Background: an optimization exercise with open tools, aiming at small area, a short achievable clock period and few clock cycles per item. Do not read the settings as production practice.
RTL that was checked went through simulation tests only; none was proved equivalent to the original.

==> run a <==
Design cnn_classifier, start of the top module:
module cnn_classifier (
    input  logic                    i_clk,
    input  logic                    i_rst,
    input  logic                    i_start,
    input  logic                    i_load_valid,
    input  logic                    i_load_sel,
    input  logic [6-1:0]  i_load_addr,
    input  logic [8-1:0]  i_load_data,
    output logic                    o_busy,
    output logic                    o_done,
    output logic                    o_decision,
    output logic [8-1:0] o_history
);
    logic [63:0][7:0] ring;
    logic [5:0]       head;
    logic [5:0]       head_n;
    logic [6:0]       pass_cnt;
    logic             busy;
    logic             done_r;
    logic             dec_r;
    logic [7:0]       hist_r;
    logic [8:0][7:0]  kw;
    logic [35:0][7:0] dw;
    logic       ld_v;
    logic       ld_sel;
    logic [5:0] ld_addr;
    logic [7:0] ld_data;
    logic       stream;
    logic [5:0] slot;
    logic       ld_img;
    logic       ld_wgt;
    logic       rot;
    logic       step;
    logic       first;
    logic [7:0] pix_in;
    logic [5:0] head_nx;
    logic [5:0] head_n_nx;
    assign head_nx   = step ? head_n : head;
    assign head_n_nx = step ? head_n + 6'd1 : head_n;
    always_ff @(posedge i_clk) begin
        ld_v    <= i_load_valid && !busy && !i_rst;
        ld_sel  <= i_load_sel;
        ld_addr <= i_load_addr;
        ld_data <= i_load_data;
        stream  <= i_load_valid && !busy && !i_rst && !i_load_sel && (i_load_addr == head_n_nx);
        slot    <= head_nx - i_load_addr;
    end
    assign ld_img = ld_v && !ld_sel;
    assign ld_wgt = ld_v && ld_sel;
  ...
Settings: LEC_CHECK=0, CAP_MARGIN=20, CORE_MARGIN=2, CORE_UTILIZATION=50, SETUP_SLACK_MARGIN=5, SLEW_MARGIN=20, SYNTH_HIERARCHICAL=1; clock period 8.0 ns.
run.sh (not shown) runs the stock make flow with config.mk's settings and CLKGATE_MAP_FILE= SYNTH_SCRIPT=/design/flow/synth_recipe.tcl, a recipe that flattens the netlist after the stock synthesis.
==> run b: changes against run a <==
--- a/flow/design.v
+++ b/flow/design.v
@@ -145,24 +145,26 @@
     assign kx2 = kw[2];
     assign kx3 = kw[3];
     assign kx4 = kw[4];
     assign kx5 = kw[5];
     assign kx6 = kw[6];
     assign kx7 = kw[7];
     assign kx8 = kw[8];
+    logic [9:0] ld_data3;
+    assign ld_data3 = {ld_data[7], ld_data, 1'b0} + {{2{ld_data[7]}}, ld_data};
     always_ff @(posedge i_clk) begin
-        k3_0 <= {kx0[7], kx0, 1'b0} + {{2{kx0[7]}}, kx0};
-        k3_1 <= {kx1[7], kx1, 1'b0} + {{2{kx1[7]}}, kx1};
-        k3_2 <= {kx2[7], kx2, 1'b0} + {{2{kx2[7]}}, kx2};
-        k3_3 <= {kx3[7], kx3, 1'b0} + {{2{kx3[7]}}, kx3};
-        k3_4 <= {kx4[7], kx4, 1'b0} + {{2{kx4[7]}}, kx4};
-        k3_5 <= {kx5[7], kx5, 1'b0} + {{2{kx5[7]}}, kx5};
-        k3_6 <= {kx6[7], kx6, 1'b0} + {{2{kx6[7]}}, kx6};
-        k3_7 <= {kx7[7], kx7, 1'b0} + {{2{kx7[7]}}, kx7};
-        k3_8 <= {kx8[7], kx8, 1'b0} + {{2{kx8[7]}}, kx8};
+        if (ld_wgt && (ld_addr == 6'd0)) k3_0 <= ld_data3;
+        if (ld_wgt && (ld_addr == 6'd1)) k3_1 <= ld_data3;
+        if (ld_wgt && (ld_addr == 6'd2)) k3_2 <= ld_data3;
+        if (ld_wgt && (ld_addr == 6'd3)) k3_3 <= ld_data3;
+        if (ld_wgt && (ld_addr == 6'd4)) k3_4 <= ld_data3;
+        if (ld_wgt && (ld_addr == 6'd5)) k3_5 <= ld_data3;
+        if (ld_wgt && (ld_addr == 6'd6)) k3_6 <= ld_data3;
+        if (ld_wgt && (ld_addr == 6'd7)) k3_7 <= ld_data3;
+        if (ld_wgt && (ld_addr == 6'd8)) k3_8 <= ld_data3;
     end
     logic [19:0] acc_s, acc_c, acc_in_s, acc_in_c;
     logic [11:0] fsel_c;
     logic [7:0]  dwt_c;
     logic [9:0]  dwt3_c;
     logic        wc;
     logic l0_1;
==> flow/config.mk (replaced) <==
export PLATFORM = sky130hd
export DESIGN_NAME = cnn_classifier
export DESIGN_NICKNAME = cnn_classifier
export VERILOG_FILES = /design/flow/design.v
export SDC_FILE = /design/flow/constraint.sdc
export NUM_CORES = 4
export LEC_CHECK = 0
export CAP_MARGIN = 20
export CORE_MARGIN = 2
export CORE_UTILIZATION = 40
export CTS_CLUSTER_DIAMETER = 80
export CTS_CLUSTER_SIZE = 30
export SETUP_SLACK_MARGIN = 5
export SLEW_MARGIN = 20
export SYNTH_HIERARCHICAL = 1
==> results.toml <==
[outcome]
status = "no timing/DRC/antenna violations"

[setup_path]
slowest_delay_ns = 0.64

[power]
p_comb_w = 0.00687
p_sw_share_pct = 31.6
internal_power_w = 0.0168

[finish]
finalNonFillerCells = 6503
stdcell_area_um2 = 72700

[hold_path]
min_delay_worst_endpoint = "dwt_c[7]"
The numbers above come from run a.

==> results.toml <==
[finish]
stdcell_area_um2 = 68700
finalNonFillerCells = 6382

[power]
p_comb_w = 0.00573
p_sw_share_pct = 32.3
internal_power_w = 0.0137

[yosys]
yosys-top-cells-count = "edfxtp_1 (920), dfxtp_1 (538), a21o_1 (496)"

[setup_path]
slowest_delay_ns = 0.58

[outcome]
status = "no timing/DRC/antenna violations"

[hold_path]
min_delay_worst_endpoint = "fc"
The numbers above come from run b.

Testbench counts of run b, summed over its fixed seeds: cycles 6,984, items 96.
For run a, only the layout was checked, not whether the RTL still works.

afterwards: timing with drivers on the ports:
In the flow no input, the clock included, has a driving cell. The finished layouts below were timed again as built, in two steps.
Step 1, drivers: a clkbuf_16 drives i_clk and a buf_2 each remaining input, both assumed.
Step 2 also shifts input and output timing later by t, the mid clock arrival at the registers, as if the neighbouring blocks saw the same clock.
a / b / c = ideal / step 1 / step 2; a / b = the first two.
| run | t (ns) | slack for setup (ns) | worst setup path after step 2 | slew at the worst register clock pin (ns) | worst slew at a driven data input, ns |
|---|---|---|---|---|---|
| run a | 0.857 | 4.901 / 4.901 / 4.611 | input to register | 0.07 / 0.07 | 0.03 |
| run b | 0.779 | 4.938 / 4.938 / 4.516 | input to register | 0.12 / 0.12 | 0.15 |
After both steps every run listed still meets setup and hold. For run b, which loses most, drivers alone change the setup slack by 0.000 ns; drivers and shift together by -0.422 ns.
